This design comes from an exercise in tuning for small area on the open sky130 flow, not from production work. In this exercise RTL edits were held to simulation tests only and were not proved equivalent to the original. No activity file was given, so power comes from the tool's default toggle rates.

<file path="config.mk">
export PLATFORM = sky130hd
export DESIGN_NAME = host_terminal_top
export DESIGN_NICKNAME = host_terminal_top
export VERILOG_FILES = /design/flow/design.v
export SDC_FILE = /design/flow/constraint.sdc
export NUM_CORES = 4
export LEC_CHECK = 0
export ABC_AREA = 1
export CAP_MARGIN = 20
export CORE_MARGIN = 2
export CORE_UTILIZATION = 60
export SLEW_MARGIN = 20
</file>
<file path="constraint.sdc">
create_clock -name core_clock -period 8.0 [get_ports {ifclk}]
set_input_delay 1.6000 -clock core_clock [delete_from_list [all_inputs] [get_ports {ifclk}]]
set_output_delay 1.6000 -clock core_clock [all_outputs]
set_load 0.01 [all_outputs]
</file>
<file path="design.v">
package term_pkg;
   typedef logic [15:0] term_addr_t;
   typedef logic [31:0] reg_addr_t;
   typedef logic [15:0] reg_data_t;
   typedef logic [31:0] mem_word_t;
   typedef logic [29:0] mem_addr_t;
   typedef logic [5:0]  burst_len_t;
   typedef enum logic [2:0] {
      mem_write = 3'd0,
      mem_read  = 3'd1
   } mem_instr_t;
   localparam term_addr_t TERM_DRAM      = 16'h0010;
   localparam term_addr_t TERM_DRAM_CTRL = 16'h0011;
   localparam term_addr_t TERM_DUMMY     = 16'h0012;
   localparam reg_data_t DUMMY_VALUE = 16'h9988;
   localparam reg_addr_t CTRL_REG_STATUS    = 32'd0;
   localparam reg_addr_t CTRL_REG_SCRATCH   = 32'd1;
   localparam reg_addr_t CTRL_REG_CMD_COUNT = 32'd2;
endpackage
`timescale 1ns/1ns
module term_router (
   input  term_pkg::term_addr_t term_addr,
   input  logic                 read_mode,
   input  logic                 read_req,
   input  logic                 read,
   input  logic                 write_mode,
   input  logic                 write,
   input  term_pkg::reg_data_t  dram_datao,
   input  term_pkg::reg_data_t  ctrl_datao,
   input  logic                 dram_read_rdy,
   input  logic                 dram_write_rdy,
   output logic                 dram_read_mode,
   output logic                 dram_read_req,
   output logic                 dram_read,
   output logic                 dram_write_mode,
   output logic                 dram_write,
   output logic                 ctrl_write,
   output term_pkg::reg_data_t  reg_datao,
   output logic                 read_rdy,
   output logic                 write_rdy,
   output term_pkg::reg_data_t  transfer_status
);
   logic sel_dram;
   logic sel_ctrl;
   assign sel_dram = (term_addr == term_pkg::TERM_DRAM);
   assign sel_ctrl = (term_addr == term_pkg::TERM_DRAM_CTRL);
   assign dram_read_mode  = sel_dram & read_mode;
   assign dram_read_req   = sel_dram & read_req;
   assign dram_read       = sel_dram & read;
   assign dram_write_mode = sel_dram & write_mode;
   assign dram_write      = sel_dram & write;
   assign ctrl_write      = sel_ctrl & write_mode & write;
   assign transfer_status = '0;
   always_comb begin
      reg_datao = '0;
      read_rdy  = 1'b1;
      write_rdy = 1'b1;
      case (term_addr)
         term_pkg::TERM_DRAM: begin
            reg_datao = dram_datao;
            read_rdy  = dram_read_rdy;
            write_rdy = dram_write_rdy;
         end
         term_pkg::TERM_DRAM_CTRL: reg_datao = ctrl_datao;
         term_pkg::TERM_DUMMY:     reg_datao = term_pkg::DUMMY_VALUE;
         default:        reg_datao = '0;
      endcase
   end
endmodule
`timescale 1ns/1ns
module dram_bridge #(
   parameter int WORD_AW = 6
) (
   input  logic                 ifclk,
   input  logic                 rst,
   input  logic                 read_mode,
   input  logic                 read_req,
   input  logic                 read,
   input  logic                 write_mode,
   input  logic                 write,
   input  term_pkg::reg_addr_t  reg_addr,
   input  term_pkg::reg_data_t  reg_datai,
   input  logic                 cmd_full,
   input  logic                 rd_empty,
   input  term_pkg::mem_word_t  rd_word,
   input  logic                 rd_flip,
   input  logic                 calib_done,
   output term_pkg::reg_data_t  reg_datao,
   output logic                 read_rdy,
   output logic                 write_rdy,
   output logic                 cmd_en,
   output logic                 rd_wait,
   output logic                 wr_en,
   output logic                 rd_en,
   output logic                 lo_load,
   output logic                 wq_load,
   output logic [WORD_AW-1:0]   wq_addr,
   output term_pkg::mem_word_t  wq_data,
   output logic                 cap_win,
   output logic [WORD_AW-1:0]   cap_addr
);
   typedef enum logic [2:0] {
      st_idle,
      st_wr_low,
      st_wr_issue,
      st_rd_issue,
      st_rd_wait,
      st_rd_high
   } state_t;
   state_t    state;
   state_t    state_cur;
   logic      write_mode_q;
   logic      read_mode_q;
   logic      wr_start;
   logic      rd_start;
   logic      resume;
   logic      high_req;
   logic      addr_step;
   logic      rdy_set;
   logic      rdy_q;
   logic      half_q;
   logic [WORD_AW-1:0] addr_q;
   logic [WORD_AW-1:0] addr_base;
   assign wr_start = write_mode & ~write_mode_q;
   assign rd_start = read_mode & ~read_mode_q;
   assign resume   = reg_addr[1] &
                     ((wr_start & (state == st_wr_low)) | (rd_start & (state == st_rd_high)));
   always_comb begin
      state_cur = state;
      if ((wr_start || rd_start) && !resume &&
          (state == st_wr_low || state == st_rd_high))
         state_cur = st_idle;
   end
   assign high_req  = (state_cur == st_rd_high) & read_mode & read_req;
   assign addr_step = (state_cur == st_wr_issue) | high_req;
   assign addr_base = (wr_start || rd_start) ? reg_addr[WORD_AW+1:2] : addr_q;
   assign rdy_set   = rd_en | high_req;
   assign cmd_en    = (state == st_wr_issue) | ((state == st_rd_issue) & ~cmd_full);
   assign rd_wait   = (state == st_rd_wait);
   assign wr_en     = (state == st_wr_issue);
   assign rd_en     = (state == st_rd_wait) & ~rd_empty;
   assign lo_load   = (state_cur == st_idle) & write;
   assign wq_load   = (state_cur == st_wr_low) & write;
   assign wq_addr   = addr_base;
   assign wq_data   = {reg_datai, rd_word[15:0]};
   assign cap_win   = ((state_cur == st_idle) & read_mode & read_req) |
                      (state == st_rd_issue) | (state == st_rd_wait);
   assign cap_addr  = addr_base;
   assign write_rdy = calib_done & ~cmd_full & ((state == st_idle) | (state == st_wr_low));
   assign read_rdy  = rdy_q;
   assign reg_datao = (half_q ? rd_word[31:16] : rd_word[15:0]) ^ {16{rd_flip}};
   always_ff @(posedge ifclk) begin
      if (rst) begin
         state        <= st_idle;
         write_mode_q <= 1'b0;
         read_mode_q  <= 1'b0;
         rdy_q        <= 1'b0;
      end else begin
         write_mode_q <= write_mode;
         read_mode_q  <= read_mode;
         if (!read_mode)
            rdy_q <= 1'b0;
         else if (rdy_set)
            rdy_q <= 1'b1;
         else if (read)
            rdy_q <= 1'b0;
         state <= state_cur;
         case (state_cur)
            st_idle: begin
               if (write)
                  state <= st_wr_low;
               else if (read_mode && read_req)
                  state <= st_rd_issue;
            end
            st_wr_low: begin
               if (write)
                  state <= st_wr_issue;
            end
            st_wr_issue: state <= st_idle;
            st_rd_issue: begin
               if (!cmd_full)
                  state <= st_rd_wait;
            end
            st_rd_wait: begin
               if (!rd_empty)
                  state <= st_rd_high;
            end
            st_rd_high: begin
               if (high_req)
                  state <= st_idle;
            end
            default: state <= st_idle;
         endcase
      end
   end
   always_ff @(posedge ifclk) begin
      addr_q <= addr_base + WORD_AW'(addr_step);
      if (rdy_set)
         half_q <= high_req;
   end
endmodule
`timescale 1ns/1ns
module dram_ctrl_term (
   input  logic                ifclk,
   input  logic                rst,
   input  logic                write,
   input  term_pkg::reg_addr_t reg_addr,
   input  term_pkg::reg_data_t reg_datai,
   input  logic                calib_done,
   input  logic                cmd_en,
   output term_pkg::reg_data_t reg_datao
);
   term_pkg::reg_data_t scratch;
   term_pkg::reg_data_t cmd_count;
   always_ff @(posedge ifclk) begin
      if (rst) begin
         scratch   <= '0;
         cmd_count <= '0;
      end else begin
         if (write && reg_addr == term_pkg::CTRL_REG_SCRATCH)
            scratch <= reg_datai;
         if (write && reg_addr == term_pkg::CTRL_REG_CMD_COUNT)
            cmd_count <= '0;
         else if (cmd_en)
            cmd_count <= cmd_count + 1'b1;
      end
   end
   always_comb begin
      case (reg_addr)
         term_pkg::CTRL_REG_STATUS:    reg_datao = {15'd0, calib_done};
         term_pkg::CTRL_REG_SCRATCH:   reg_datao = scratch;
         term_pkg::CTRL_REG_CMD_COUNT: reg_datao = cmd_count;
         default:            reg_datao = '0;
      endcase
   end
endmodule
`timescale 1ns/1ns
module mem_port_model #(
   parameter int MEM_WORDS    = 64,
   parameter int CALIB_CYCLES = 16,
   parameter int RING         = 4
) (
   input  logic                 ifclk,
   input  logic                 rst,
   input  logic                 cmd_en,
   input  logic                 rd_wait,
   input  logic                 wr_en,
   input  logic                 rd_en,
   input  logic                 lo_load,
   input  term_pkg::reg_data_t  lo_data,
   input  logic                 wq_load,
   input  logic [$clog2(MEM_WORDS)-1:0] wq_addr,
   input  term_pkg::mem_word_t  wq_data,
   input  logic                 cap_win,
   input  logic [$clog2(MEM_WORDS)-1:0] cap_addr,
   output logic                 cmd_full,
   output term_pkg::mem_word_t  rd_word,
   output logic                 rd_flip,
   output logic                 rd_empty,
   output logic                 calib_done
);
   localparam int WORD_AW = $clog2(MEM_WORDS);
   localparam int RING_W  = $clog2(RING);
   localparam int RINGS   = MEM_WORDS / RING;
   localparam int CAL_W   = $clog2(CALIB_CYCLES);
   logic [CAL_W-1:0]   calib_cnt;
   logic               cmd_valid;
   logic               rd_pend;
   logic [RING_W:0]    phase;
   logic               lap;
   term_pkg::mem_word_t wq_bus;
   term_pkg::mem_word_t wq_word;
   logic [WORD_AW-1:0] wq_waddr;
   logic               wq_valid;
   logic               wq_cancel;
   logic               wq_fire;
   logic               cap;
   term_pkg::mem_word_t ring_in [RINGS];
   always_ff @(posedge ifclk) begin
      if (rst) begin
         calib_cnt  <= '0;
         calib_done <= 1'b0;
      end else if (!calib_done) begin
         if (calib_cnt == CAL_W'(CALIB_CYCLES - 1))
            calib_done <= 1'b1;
         calib_cnt <= calib_cnt + 1'b1;
      end
   end
   always_ff @(posedge ifclk) begin
      if (rst)
         cmd_valid <= 1'b0;
      else
         cmd_valid <= cmd_en;
   end
   always_ff @(posedge ifclk) begin
      if (rst)
         rd_pend <= 1'b0;
      else if (cmd_valid && rd_wait)
         rd_pend <= 1'b1;
      else if (rd_en)
         rd_pend <= 1'b0;
   end
   assign cmd_full = ~calib_done | cmd_valid;
   assign rd_empty = ~rd_pend;
   always_ff @(posedge ifclk)
      phase <= phase + 1'b1;
   assign lap = phase[RING_W];
   assign wq_cancel = rst & wr_en;
   assign wq_fire   = wq_valid & ~wq_cancel &
                      (RING_W'(wq_waddr[RING_W-1:0] + phase[RING_W-1:0] + 1'b1) == '0);
   always_ff @(posedge ifclk) begin
      if (wq_load) begin
         wq_word  <= wq_data;
         wq_waddr <= wq_addr;
         wq_valid <= 1'b1;
      end else if (wq_fire || wq_cancel) begin
         wq_valid <= 1'b0;
      end
   end
   assign wq_bus = wq_word ^ {32{lap}};
   for (genvar g = 0; g < RINGS; g++) begin : ring
      term_pkg::mem_word_t slot [RING];
      assign ring_in[g] = ~((wq_fire && wq_waddr[WORD_AW-1:RING_W] == (WORD_AW-RING_W)'(g)) ?
                            wq_bus : slot[RING-1]);
      always_ff @(posedge ifclk) begin
         slot[0] <= ring_in[g];
         for (int k = 1; k < RING; k++)
            slot[k] <= slot[k-1];
      end
   end
   assign cap = cap_win & (RING_W'(cap_addr[RING_W-1:0] + phase[RING_W-1:0] + 1'b1) == '0);
   always_ff @(posedge ifclk) begin
      if (cap) begin
         rd_word <= ring_in[cap_addr[WORD_AW-1:RING_W]];
         rd_flip <= ~lap;
      end else if (lo_load) begin
         rd_word[15:0] <= lo_data;
      end
   end
endmodule
`timescale 1ns/1ns
module host_terminal_top #(
   parameter int MEM_WORDS    = 64,
   parameter int CALIB_CYCLES = 16,
   parameter int RING         = 4
) (
   input  logic                 ifclk,
   input  logic                 rst,
   input  term_pkg::term_addr_t term_addr,
   input  term_pkg::reg_addr_t  reg_addr,
   input  logic [31:0]          len,
   input  logic                 read_mode,
   input  logic                 read_req,
   input  logic                 read,
   input  logic                 write_mode,
   input  logic                 write,
   input  term_pkg::reg_data_t  reg_datai,
   output term_pkg::reg_data_t  reg_datao,
   output logic                 read_rdy,
   output logic                 write_rdy,
   output term_pkg::reg_data_t  transfer_status
);
   localparam int WORD_AW = $clog2(MEM_WORDS);
   logic       dram_read_mode;
   logic       dram_read_req;
   logic       dram_read;
   logic       dram_write_mode;
   logic       dram_write;
   logic       ctrl_write;
   term_pkg::reg_data_t  dram_datao;
   term_pkg::reg_data_t  ctrl_datao;
   logic       dram_read_rdy;
   logic       dram_write_rdy;
   logic       cmd_en;
   logic       rd_wait;
   logic       wr_en;
   logic       rd_en;
   logic       lo_load;
   logic       wq_load;
   logic [WORD_AW-1:0]   wq_addr;
   term_pkg::mem_word_t  wq_data;
   logic       cap_win;
   logic [WORD_AW-1:0]   cap_addr;
   logic       cmd_full;
   term_pkg::mem_word_t  rd_word;
   logic       rd_flip;
   logic       rd_empty;
   logic       calib_done;
   term_router term_router_i (
      .term_addr       (term_addr),
      .read_mode       (read_mode),
      .read_req        (read_req),
      .read            (read),
      .write_mode      (write_mode),
      .write           (write),
      .dram_datao      (dram_datao),
      .ctrl_datao      (ctrl_datao),
      .dram_read_rdy   (dram_read_rdy),
      .dram_write_rdy  (dram_write_rdy),
      .dram_read_mode  (dram_read_mode),
      .dram_read_req   (dram_read_req),
      .dram_read       (dram_read),
      .dram_write_mode (dram_write_mode),
      .dram_write      (dram_write),
      .ctrl_write      (ctrl_write),
      .reg_datao       (reg_datao),
      .read_rdy        (read_rdy),
      .write_rdy       (write_rdy),
      .transfer_status (transfer_status)
   );
   dram_bridge #(
      .WORD_AW (WORD_AW)
   ) dram_bridge_i (
      .ifclk         (ifclk),
      .rst           (rst),
      .read_mode     (dram_read_mode),
      .read_req      (dram_read_req),
      .read          (dram_read),
      .write_mode    (dram_write_mode),
      .write         (dram_write),
      .reg_addr      (reg_addr),
      .reg_datai     (reg_datai),
      .cmd_full      (cmd_full),
      .rd_empty      (rd_empty),
      .rd_word       (rd_word),
      .rd_flip       (rd_flip),
      .calib_done    (calib_done),
      .reg_datao     (dram_datao),
      .read_rdy      (dram_read_rdy),
      .write_rdy     (dram_write_rdy),
      .cmd_en        (cmd_en),
      .rd_wait       (rd_wait),
      .wr_en         (wr_en),
      .rd_en         (rd_en),
      .lo_load       (lo_load),
      .wq_load       (wq_load),
      .wq_addr       (wq_addr),
      .wq_data       (wq_data),
      .cap_win       (cap_win),
      .cap_addr      (cap_addr)
   );
   dram_ctrl_term dram_ctrl_term_i (
      .ifclk      (ifclk),
      .rst        (rst),
      .write      (ctrl_write),
      .reg_addr   (reg_addr),
      .reg_datai  (reg_datai),
      .calib_done (calib_done),
      .cmd_en     (cmd_en),
      .reg_datao  (ctrl_datao)
   );
   mem_port_model #(
      .MEM_WORDS    (MEM_WORDS),
      .CALIB_CYCLES (CALIB_CYCLES),
      .RING         (RING)
   ) mem_port_model_i (
      .ifclk         (ifclk),
      .rst           (rst),
      .cmd_en        (cmd_en),
      .rd_wait       (rd_wait),
      .wr_en         (wr_en),
      .rd_en         (rd_en),
      .lo_load       (lo_load),
      .lo_data       (reg_datai),
      .wq_load       (wq_load),
      .wq_addr       (wq_addr),
      .wq_data       (wq_data),
      .cap_win       (cap_win),
      .cap_addr      (cap_addr),
      .cmd_full      (cmd_full),
      .rd_word       (rd_word),
      .rd_flip       (rd_flip),
      .rd_empty      (rd_empty),
      .calib_done    (calib_done)
   );
endmodule
</file>
<file path="flow/run.sh">
#!/bin/bash
# The standard layout with three changes:
#  - synthesis is the standard flow's own script, but Yosys's abc maps the logic with an
#    area-oriented ABC script (flow/abc_area.script); the registers are
#    mapped before abc and are the standard synthesis's;
#  - a leaner clock tree (no dummy loads, clusters of up to 16 sinks);
#  - single-size port buffers.
set -euo pipefail
here=$(pwd)
export MY_ABC_SCRIPT="$here/flow/abc_area.script"
export BUFFER_PORTS_ARGS="-buffer_cell sky130_fd_sc_hd__buf_1"
export CTS_ARGS="-sink_clustering_enable -repair_clock_nets -dont_use_dummy_load -buf_list {sky130_fd_sc_hd__clkbuf_4} -sink_clustering_size 10 -sink_clustering_max_diameter 35"
sed "s#SYNTH_SCRIPT=[^ ]*#SYNTH_SCRIPT=$here/flow/synth.tcl#" standard.sh > own_standard.sh
bash own_standard.sh > flow_make.log 2>&1
</file>
<file path="flow/abc_area.script">
strash
dch
amap -F 4 -A 8
strash
dch
amap -F 4 -A 8
topo
stime -c
</file>
<file path="flow/synth.tcl">
proc synth {args} { yosys synth -nofsm -noshare {*}$args }
proc abc {args} {
  if { [info exists ::env(MY_ABC_SCRIPT)] } {
    set i [lsearch -exact $args -script]
    if { $i >= 0 } {
      set args [lreplace $args [expr {$i + 1}] [expr {$i + 1}] $::env(MY_ABC_SCRIPT)]
    }
  }
  yosys abc {*}$args
}
source $::env(SCRIPTS_DIR)/synth.tcl
# left out here: clear keep_hierarchy, flatten, clean up, hide names made inside functions, write 1_2_yosys.v
</file>
<file path="standard.sh">
#!/bin/bash
# synth_recipe.tcl (not shown) runs the flow's synth.tcl, then flattens the netlist and writes it again
# the make line also repeats each setting of config.mk as NAME=value (left out here)
make -C /OpenROAD-flow-scripts/flow DESIGN_CONFIG=/design/flow/config.mk WORK_HOME=/design/flow/orfs CLKGATE_MAP_FILE= SYNTH_SCRIPT=/design/flow/synth_recipe.tcl "${@:-finish}"
</file>
==> impl_metrics.toml, run 1 <==
[synth]
netlist.area_leader.share_pct = 80.41
synth_seq_area_share_pct = 84.54
synth_largest_area_cell = "dfxtp_1"
yosysUniqueCellTypes = 47
synth_ff_type = "dfxtp_1"
synth_warnings = 21
avgSynthCellArea_um2 = 15.12
async_flop_share_pct = 0
synth_edf_count = 72
synth.cell_area_um2 = 52360
synthTopCellsByArea = "dfxtp_1 (80%), o22ai_1 (6.6%), edfxtp_1 (4.1%)"
ys_ff_latch = 2175
synthCells = 3463

[min_path]
min_path_type = "flop to flop"
hp-start = "mem_port_model_i.ring[2].slot[0][15]"

[layout]
multi_input_area_um2 = 8063
drive_gt1_share_pct = 12.06
fin_nets = 4081
final-seq-area_um2 = 44260
area_delta_synth_final_pct = 10.28
n_fill_cell = 6352

[pwr]
ir_drop_v = 0.0001712
switching_share_pct = 20.50
power_frac_seq_pct = 69.2
internal_power_mw = 12.49
cellPowerDensity_nw_per_um2 = 272.0
total_power_mw = 15.71
p_switching_mw = 3.221
power.leakage_nw = 22.05
combPwrFrac_pct = 0.3
clock_power_share_pct = 30.5

[worst_setup_path]
cp_data_required_time_ns = 8.85
cp-end-kind = "flop"
crit_slowest_cell = "or4_1"
critPathBufInv = 7
critPathLaunchType = "input port"
path_delay_family = "simple AND/OR/NAND/NOR gates"
worstPathCellList = "buf_1 -> or4_1 -> nor3_1 -> buf_4 -> clkinv_1 -> nor3_1 -> nor2_1 -> clkinv_1 -> o2111ai_1 -> nand2_1 -> clkinv_1 -> nor3_1 -> nand2_1 -> o2111ai_1 -> or3_1 -> nor2_4 -> inv_2 -> buf_4 -> o22ai_1 -> a222oi_1 -> nand3_1 -> o32a_1"
slowest_delay_ns = 0.52
crit_type = "input port to flop"
worstSetupStartpoint = "term_addr[3]"
r2r_start = "dram_bridge_i.read_mode_q"
cp_max_fo = 15
worstPathArrival_ns = 7.08

[clock_network]
h-tree-depth = 5
cts_tree = "yes"
postCtsHoldBufs = 0
clkLatencyLatePin_ns = 1.18
cts_root_buf = "clkbuf_4"
clock-sinks = 2175
post_cts_buffers = 0
cts_resized = 0
cts_buffers = 276
clockBufferDepth = 4
clk_pin_slew_ns = 0.10

[timing]
skew_ns = 0.09928
fmax_mhz = 160.7
hold_viol = 0
setup_viol = 0
tns_ns = 0
relSlewSlack_pct = 23.67
rsz0062_at_grt = "no"
worst_pin_slew_ns = 1.142
fin_crit_ns = 6.223
finalCritPeriodShare_pct = 77.79
finalMaxSlewViolations = 0

[grt]
track_usage_pct = 32.80
antenna_found_initial = 6
overflow = 0
grt_max_degree = 42
grt_pass1_vias = 31613
grt_pass1_wl_mm = 211.5

[routing]
drc = 0
vias_per_cell = 6.061
ant_nets = 0
via_count = 31086
drt-total-wl_mm = 146.5
drtIter0Drc = 2677
drtPass1Iterations = 6
wl_per_cell_um = 28.57

[floorplan]
ios = 137
coreArea_um2 = 86620
die_w_um = 299.4
rows = 108
die_h_um = 299.4
dieArea_um2 = 89640
start_util_pct = 60.45

[run]
maxCapViolCount = 0

[placed_design]
port_buffers = 88
gp_congestion = 0.8730
dp_hpwl_mm = 85.01

[run_status]
run_status = "timing/DRC/antenna clean"
[cells by family (layout without fill, tap and decap cells)]
group | count (synthesis) | count (layout) | share of synthesized area (%)
other | 1 | 19 | 0.007162
XOR/XNOR | 1 | 1 | 0.01673
flip-flops | 2175 | 2175 | 84.54
AND/OR/NAND/NOR | 291 | 291 | 2.626
buffers and inverters | 82 | 575 | 0.7026
AO/OA/AOI/OAI | 908 | 908 | 11.99
adder cells (fa/ha/maj) | 5 | 5 | 0.1195
[registers in the layout, summed over array words and instances (netlist names), 3 cells and up]
register                    cells
dram_ctrl_term_i.scratch       16
mem_port_model_i.calib_cnt      4
dram_ctrl_term_i.cmd_count     16
mem_port_model_i.wq_word       32
mem_port_model_i.phase          3
dram_bridge_i.state             3
mem_port_model_i.rd_word       32
mem_port_model_i.wq_waddr       6
dram_bridge_i.addr_q            6
mem_port_model_i.ring.slot   2048
[cells in the final DEF, fill, tap and decap left out, types with 3 or more instances in the layout]
cell type	instances
o21ai_0	28
edfxtp_1	72
nand3_1	21
a22oi_1	102
nand2_1	71
a222oi_1	77
nand4_1	40
ha_1	5
conb_1	16
dfxtp_1	2102
o22ai_1	553
a22o_1	9
a21oi_1	47
o2111ai_1	5
nor3_2	6
clkbuf_4	276
nor3_1	9
nand4b_1	6
inv_2	16
nor2_1	73
clkinv_1	50
buf_4	127
buf_1	88
diode_2	3
o221a_1	16
or3_1	3
a31oi_1	4
nor2_4	26
a21oi_2	4
a32oi_1	15
and3_1	3
or2_0	9
nor4_1	12
o32a_1	16
a221oi_1	13
buf_12	18
[stage by stage]
step / setup WS, ns / util [%] / cells / hold WS (ns) / area [um^2]
finish: 1.777 / 66.66 / 5129 / 0.2571 / 57740
global route: 1.522 / 66.66 / 5128 / 0.2499 / 57740
CTS: 1.991 / 66.66 / 5126 / 0.2681 / 57740
detailed placement: 0.7433 / 64.26 / 4850 / 0.3121 / 55660
global placement: 0.8659 / 64.26 / 4850 / 0.3098 / 55660
floorplan: 0.1939 / - / 3478 / 0.3096 / 52420
[worst register-to-register path, stage by stage (launching register included)]
cell       delay (ns)
dfxtp_1          0.32
nor2_1           0.05
nor2_1           0.38
clkinv_1         0.32
o2111ai_1        0.18
nand2_1          0.14
clkinv_1         0.12
nor3_1           0.09
nand2_1          0.10
o2111ai_1        0.37
or3_1            0.63
nor2_4           0.18
buf_4            0.32
o22ai_1          0.16
a222oi_1         0.61
clkinv_1         0.16
a2111oi_0        0.52
nand3_1          0.13
[synth_stat cells (5+ instances only)]
master and count:
a31oi_1 5, a22oi_1 102, o22ai_1 553, clkinv_1 66, a21oi_1 51, nand2_1 71
o21ai_0 30, a222oi_1 77, nand4b_1 6, nor2_1 99, a22o_1 9, edfxtp_1 72
nor3_1 15, dfxtp_1 2103, o2111ai_1 5, a221oi_1 13, buf_4 16, ha_1 5
nand3_1 21, a32oi_1 15, nand4_1 40, o221a_1 16, nor4_1 13, or2_0 9
o32a_1 16
[worst paths after layout]
path | endpoint | cells after the start | slack [ns]
worst max register to register | mem_port_model_i.rd_word[24] | 17 | 3.00
worst max-delay path | mem_port_model_i.rd_word[0] | 22 | 1.78
worst min register to register | mem_port_model_i.ring[2].slot[1][15] | 0 | 0.26
worst min-delay path | mem_port_model_i.ring[2].slot[1][15] | 0 | 0.26
[power groups by stage]
| stage | clock [mW] | sequential, mW | combinational (mW) |
|---|---|---|---|
| CTS | 4.88 | 10.9 | 0.0482 |
| detailed placement | 0 | 11.1 | 0.0478 |
| floorplan | 0 | 11.1 | 0.0212 |
| global placement | 0 | 11.1 | 0.0470 |
| finish | 4.79 | 10.9 | 0.0487 |
| global route | 5.33 | 10.9 | 0.0524 |
[layout make-up]
| class | count | share of cell area (%) |
|---|---|---|
| diodes | 3 | 0.01300 |
| clock buffers | 276 | 3.588 |
| inverters | 66 | 0.4290 |
| multi-input cells | 1221 | 13.96 |
| flip-flops and latches | 2175 | 76.66 |
| well taps | 1155 | 2.503 |
| repair buffers | 233 | 2.847 |
[per-layer routing]
metal	routed length [um]	vias to the layer above	track usage (%)	share of wire (%)
met5	0	-	0	0
met2	65240	1566	49.89	45
met1	62790	15482	45.73	43
met3	13060	318	7.589	8.9
met4	5422	0	13.35	3.7
li1	-	13720	-	-
==> run 2, diff against run 1 <==
==> flow/abc_area.script (replaced) <==
strash
dch
amap -F 4 -A 8
topo
stime -c
==> run 2 against run 1 <==
Still clean. Fmax rose by 1.2%. First-iteration DRC count fell by 4.7%. Routed wire length fell by 4.4%. Sequential power barely moved. Via count fell by 1.5%. Largest cell class unchanged. Highest routed layer is now met5.
==> impl_metrics.toml, run 2 <==
[clock_network]
cts_tree = "yes"
clk_pin_slew_ns = 0.10
cts_buffers = 276
clock-sinks = 2175
clockBufferDepth = 4
cts_resized = 0
cts_root_buf = "clkbuf_4"
post_cts_buffers = 0
h-tree-depth = 5
postCtsHoldBufs = 0
clkLatencyLatePin_ns = 1.15

[routing]
drtIter0Drc = 2551
ant_nets = 0
drt-total-wl_mm = 140.0
drc = 0
wl_per_cell_um = 27.22
vias_per_cell = 5.954
via_count = 30619
drtPass1Iterations = 6

[layout]
multi_input_area_um2 = 8168
area_delta_synth_final_pct = 9.710
drive_gt1_share_pct = 11.47
regMostFlops = "mem_port_model_i.ring.slot"
final-seq-area_um2 = 44260
largest_reg_flops = 2048
biggestRegsByFlops = "mem_port_model_i.ring.slot x2048, mem_port_model_i.rd_word x32, mem_port_model_i.wq_word x32"
fin_nets = 4093
fin_cells = 5143
layout_common_cells = "dfxtp_1 (2,103), o22ai_1 (555), clkbuf_4 (276), a22oi_1 (178), buf_4 (118)"
n_fill_cell = 6387
final_cell_area_um2 = 57560
final_common_cell = "dfxtp_1"

[floorplan]
die_h_um = 299.7
ios = 137
start_util_pct = 60.48
dieArea_um2 = 89830
die_w_um = 299.7
coreArea_um2 = 86750
rows = 108

[worst_setup_path]
crit_type = "input port to primary output"
worstSetupStartpoint = "reg_addr[5]"
cp_max_fo = 17
r2r_start = "dram_bridge_i.state[2]"
worstPathArrival_ns = 4.55
cp-end-kind = "primary output"
cp_data_required_time_ns = 6.40
critPathLaunchType = "input port"

[min_path]
min_path_type = "flop to flop"
hp-start = "mem_port_model_i.ring[0].slot[2][17]"

[placed_design]
dp_hpwl_mm = 80.77
gp_congestion = 0.8485
placedCellCount = 4862
dpl_cell_area_um2 = 55460
port_buffers = 88
post-place-ws_ns = 0.8328

[pwr]
switching_share_pct = 20.38
power.leakage_nw = 22.02
power_frac_seq_pct = 69.3
cellPowerDensity_nw_per_um2 = 272.4
ir_drop_v = 0.0001862
combPwrFrac_pct = 0.3
internal_power_mw = 12.49
p_switching_mw = 3.196
clock_power_share_pct = 30.3

[synth]
synthCells = 3495
async_flop_share_pct = 0
ys_ff_latch = 2175
netlist.area_leader.share_pct = 80.24
synthTopCellsByCount = "dfxtp_1 (2,103), o22ai_1 (555), a22oi_1 (178)"
avgSynthCellArea_um2 = 15.01
yosysUniqueCellTypes = 46
synthTopCellsByArea = "dfxtp_1 (80%), o22ai_1 (6.6%), edfxtp_1 (4.1%)"
synth_edf_count = 72
synth_ff_type = "dfxtp_1"
synth.cell_area_um2 = 52470
synth_warnings = 21
synth_largest_area_cell = "dfxtp_1"
synth_seq_area_share_pct = 84.36
synth.most_common_cell = "dfxtp_1"

[grt]
grt_max_degree = 38
grt_pass1_vias = 31076
overflow = 0
grt_pass1_wl_mm = 203.2
antenna_found_initial = 7
track_usage_pct = 31.27

[timing]
hold_viol = 0
tns_ns = 0
finalMaxSlewViolations = 0
worst_pin_slew_ns = 1.106
fmax_mhz = 162.6
finalCritPeriodShare_pct = 76.87
fin_crit_ns = 6.150
rsz0062_at_grt = "no"
relSlewSlack_pct = 26.24
setup_slack_ns = 1.850
setup_viol = 0
skew_ns = 0.08868

[run]
maxCapViolCount = 0

[run_status]
run_status = "timing/DRC/antenna clean"
-- run 2: changes by cell type in the layout (fill, tap and decap cells not counted), sizes merged, moves of 13 or more --
cell    previous run  this run
a22oi            102       178
a211o              0        13
a32oi             15         1
a222oi            77        33
nand3             21        39
o32a              16         0
nor2              99        74
a211oi             1        28
o21ai             30        58
buf              233       213
a21oi             51        23
-- run 2: final cells by class --
type | count | area share, %
sequential | 2175 | 76.89
multi-input combinational | 1253 | 14.19
clock buffer | 276 | 3.599
tap | 1155 | 2.510
timing repair buffer | 213 | 2.356
inverter | 66 | 0.4304
antenna | 5 | 0.02174
-- run 2: routing by layer --
layer | up-vias | GRT usage (%) | part of all wire, %
met5 | - | 0 | 0.036
met4 | 8 | 14.10 | 3.9
met3 | 326 | 7.233 | 8.7
met2 | 1421 | 46.27 | 44
met1 | 15125 | 44.19 | 44
li1 | 13739 | - | -
-- run 2: worst paths after layout --
| kind | endpoint | slack, ns | cells past startpoint |
|---|---|---|---|
| max | reg_datao[10] | 1.85 | 7 |
| max reg2reg | mem_port_model_i.rd_word[7] | 3.15 | 16 |
| min reg2reg | mem_port_model_i.ring[0].slot[3][17] | 0.26 | 0 |
| min | mem_port_model_i.ring[0].slot[3][17] | 0.26 | 0 |
-- run 2: kinds of logic (layout without fill, tap and decap cells) --
logic type,Yosys count,in the layout,synth area share [%]
AO/OA/AOI/OAI,951,951,12.28
XOR/XNOR,1,1,0.01670
adder cells (fa/ha/maj),5,5,0.1192
buffers and inverters,82,555,0.7011
flip-flops,2175,2175,84.36
other,1,21,0.007147
AND/OR/NAND/NOR,280,280,2.513
-- run 2: stage by stage --
stage               utilization, %  hold slack, ns  power (mW)
global route                 66.35          0.2668       16.24
global placement             63.93          0.3097       11.17
detailed placement           63.93          0.3121       11.17
floorplan                        -          0.3096       11.15
finish                       66.35          0.2567       15.68
CTS                          66.32          0.2522       15.80
-- run 2: power by group through the flow --
stage                     Combinational, mW  Sequential (mW)  Clock (mW)
after floorplan                      0.0213             11.1           0
after global placement               0.0470             11.1           0
after detailed placement             0.0476             11.1           0
after CTS                            0.0478             10.9        4.88
after global routing                 0.0529             10.9        5.31
final                                0.0496             10.9        4.76
-- run 2: critical path: stages --
cell,delay [ns]
buf_1,0.20
or4_1,0.58
or4_1,0.58
nor3b_4,0.71
a22oi_1,0.19
o22ai_1,0.46
buf_1,0.22
==> run 3, diff against run 2 <==
--- a/flow/run.sh
+++ b/flow/run.sh
@@ -5,3 +5,3 @@
 #    mapped before abc and are the standard synthesis's;
-#  - a leaner clock tree (no dummy loads, clusters of up to 16 sinks);
+#  - a leaner clock tree (no dummy loads, small clkbuf_4 sink clusters);
 #  - single-size port buffers.
==> run 3 against run 2 <==
Sequential share of layout area unchanged. Via count unchanged. Count of clock-buffer cells in the layout unchanged. Sequential power about the same. Register-to-register slack about the same. Synthesized cell count unchanged. Hold slack unchanged. Critical path depth unchanged. Cell area unchanged. Setup slack unchanged. Fmax unchanged. Die area unchanged.
==> impl_metrics.toml, run 3 <==
[pwr]
total_power_mw = 15.68
ir_drop_v = 0.0001862
switching_share_pct = 20.38
power.leakage_nw = 22.02
internal_power_mw = 12.49
power_frac_seq_pct = 69.3
clock_power_share_pct = 30.3
p_switching_mw = 3.196
cellPowerDensity_nw_per_um2 = 272.4
combPwrFrac_pct = 0.3

[layout]
fin_nets = 4093
largest_reg_flops = 2048
biggestRegsByFlops = "mem_port_model_i.ring.slot x2048, mem_port_model_i.rd_word x32, mem_port_model_i.wq_word x32"
layout_common_cells = "dfxtp_1 (2,103), o22ai_1 (555), clkbuf_4 (276), a22oi_1 (178), buf_4 (118)"
drive_gt1_share_pct = 11.47
area_delta_synth_final_pct = 9.710
final_common_cell = "dfxtp_1"
regMostFlops = "mem_port_model_i.ring.slot"
final_util_pct = 66.35

[routing]
drc = 0
via_count = 30619
wl_per_cell_um = 27.22
drtIter0Drc = 2551
ant_nets = 0
drt-total-wl_mm = 140.0
vias_per_cell = 5.954
drtPass1Iterations = 6

[synth]
synth_ff_type = "dfxtp_1"
synthTopCellsByArea = "dfxtp_1 (80%), o22ai_1 (6.6%), edfxtp_1 (4.1%)"
yosysUniqueCellTypes = 46
synthTopCellsByCount = "dfxtp_1 (2,103), o22ai_1 (555), a22oi_1 (178)"
synth_seq_area_share_pct = 84.36
netlist.area_leader.share_pct = 80.24
avgSynthCellArea_um2 = 15.01
synth.most_common_cell = "dfxtp_1"
ys_ff_latch = 2175
synth.cell_area_um2 = 52470
synth_edf_count = 72
synth_largest_area_cell = "dfxtp_1"
synthCells = 3495
async_flop_share_pct = 0
synth_warnings = 21

[timing]
setup_viol = 0
whs_ns = 0.2567
finalMaxSlewViolations = 0
worst_pin_slew_ns = 1.106
relSlewSlack_pct = 26.24
finalCritPeriodShare_pct = 76.87
rsz0062_at_grt = "no"
hold_viol = 0
tns_ns = 0
skew_ns = 0.08868
fmax_mhz = 162.6
fin_crit_ns = 6.150

[grt]
track_usage_pct = 31.27
grt_pass1_wl_mm = 203.2
overflow = 0
grt_pass1_vias = 31076
antenna_found_initial = 7
grt_max_degree = 38

[worst_setup_path]
r2r_setup_slack_ns = 3.15
slowest_delay_ns = 0.71
critPathBufInv = 2
worstPathArrival_ns = 4.55
path_delay_family = "simple AND/OR/NAND/NOR gates"
critPathLaunchType = "input port"
cp_data_required_time_ns = 6.40
cp-end-kind = "primary output"
crit_slowest_cell = "nor3b_4"
crit_type = "input port to primary output"
reg2reg_depth = 16
worstPathCellList = "buf_1 -> or4_1 -> or4_1 -> nor3b_4 -> a22oi_1 -> o22ai_1 -> buf_1"
cp_max_fo = 17
r2r_start = "dram_bridge_i.state[2]"
reg2reg_to = "mem_port_model_i.rd_word[7]"

[clock_network]
post_cts_buffers = 0
cts_tree = "yes"
cts_resized = 0
clk_pin_slew_ns = 0.10
clockBufferDepth = 4
clock-sinks = 2175
clkLatencyLatePin_ns = 1.15
cts_buffers = 276
h-tree-depth = 5
cts_root_buf = "clkbuf_4"
postCtsHoldBufs = 0

[run_status]
run_status = "timing/DRC/antenna clean"

[min_path]
whs_endpoint = "mem_port_model_i.ring[0].slot[3][17]"
min_path_type = "flop to flop"
min_path_cells = 0
hp-start = "mem_port_model_i.ring[0].slot[2][17]"

[floorplan]
start_util_pct = 60.48
die_h_um = 299.7
ios = 137
dieArea_um2 = 89830
rows = 108
coreArea_um2 = 86750
die_w_um = 299.7

[placed_design]
port_buffers = 88
dp_hpwl_mm = 80.77
gp_congestion = 0.8485

[run]
maxCapViolCount = 0
[run 3: worst max path at each step]
stage | startpoint | endpoint | slack (ns) | cells past startpoint
3_3_place_gp | term_addr[5] | mem_port_model_i.rd_word[7] | 0.93 | 21
6_report | reg_addr[5] | reg_datao[10] | 1.85 | 7
3_5_place_dp | term_addr[5] | mem_port_model_i.rd_word[7] | 0.83 | 21
4_1_cts | reg_addr[5] | reg_datao[14] | 1.74 | 7
2_1_floorplan | term_addr[5] | mem_port_model_i.rd_word[10] | 0.44 | 18
5_1_grt | term_addr[5] | mem_port_model_i.rd_word[14] | 1.55 | 21
[run 3: cells by family after synthesis]
family / synth area share [%]
other: 0.007147
XOR/XNOR: 0.01670
adder cells (fa/ha/maj): 0.1192
AND/OR/NAND/NOR: 2.513
flip-flops: 84.36
AO/OA/AOI/OAI: 12.28
buffers and inverters: 0.7011
[run 3: worst register-to-register path: stages, from the launching register on]
cell,delay [ns]
dfxtp_1,0.43
clkinv_1,0.20
o221a_1,0.31
nor4_1,0.29
nor2_1,0.15
nor3_1,0.37
nand2_1,0.16
nand3_1,0.23
or3_1,0.39
nor2_4,0.06
inv_2,0.63
buf_4,0.33
o22ai_1,0.13
a222oi_1,0.31
nand3_1,0.11
a211oi_1,0.39
o22ai_1,0.11
[run 3: layout make-up]
type                            instances  area (um^2)
Sequential cell                      2175        44260
Fill cell                            6387        29190
Multi-Input combinational cell       1253         8168
Clock buffer                          276         2072
Tap cell                             1155         1445
Timing Repair Buffer                  213         1356
Inverter                               66        247.7
Antenna cell                            5        12.51
[run 3: stage by stage]
| step | cell area (um^2) | setup WS, ns | std cells |
|---|---|---|---|
| floorplan | 52530 | 0.4439 | 3510 |
| CTS | 57540 | 1.735 | 5138 |
| global route | 57560 | 1.548 | 5143 |
| finish | 57560 | 1.850 | 5143 |
| detailed placement | 55460 | 0.8328 | 4862 |
| global placement | 55460 | 0.9330 | 4862 |
[run 3: metal layers]
| metal | part of all wire, % | up-vias | track usage (%) |
|---|---|---|---|
| li1 | - | 13739 | - |
| met1 | 44 | 15125 | 44.19 |
| met2 | 44 | 1421 | 46.27 |
| met3 | 8.7 | 326 | 7.233 |
| met4 | 3.9 | 8 | 14.10 |
| met5 | 0.036 | - | 0 |
[run 3: power by group through the flow]
stage / Clock, mW / Sequential, mW / Combinational [mW]
after floorplan: 0 / 11.1 / 0.0213
after global placement: 0 / 11.1 / 0.0470
after detailed placement: 0 / 11.1 / 0.0476
after CTS: 4.88 / 10.9 / 0.0478
after global routing: 5.31 / 10.9 / 0.0529
final: 4.76 / 10.9 / 0.0496

-- afterwards: timing with drivers on the ports --
No port has a modelled driver above. Below, the same layouts with a new extraction and two added sets of constraints. Step 1 (the two cells are an assumption about what drives the block):
set clk [get_ports {ifclk}]
set_driving_cell -lib_cell sky130_fd_sc_hd__clkbuf_16 $clk
set_driving_cell -lib_cell sky130_fd_sc_hd__buf_2 [delete_from_list [all_inputs] $clk]
Step 2 times the ports against the registers' clock, not the clock port: input delays grow and output delays shrink by t, the midpoint of the rising clock arrivals with the driver on. Three values: ideal, step 1, step 2; two values: the first two.
| run | t (ns) | slack for setup (ns) | latest minus earliest clock arrival (ns) | worst slew at a driven data input, ns |
|---|---|---|---|---|
| run 1 | 1.194 | 1.777 / 1.817 / 0.622 | 0.117 / 0.117 | 0.10 |
| run 2 | 1.185 | 1.850 / 1.822 / 0.738 | 0.088 / 0.089 | 0.13 |
| run 3 | 1.185 | 1.850 / 1.822 / 0.738 | 0.088 / 0.089 | 0.13 |
After both steps setup and hold are still met in every run listed. For run 1, which loses most, drivers alone change the setup slack by +0.040 ns; drivers and shift together by -1.155 ns.
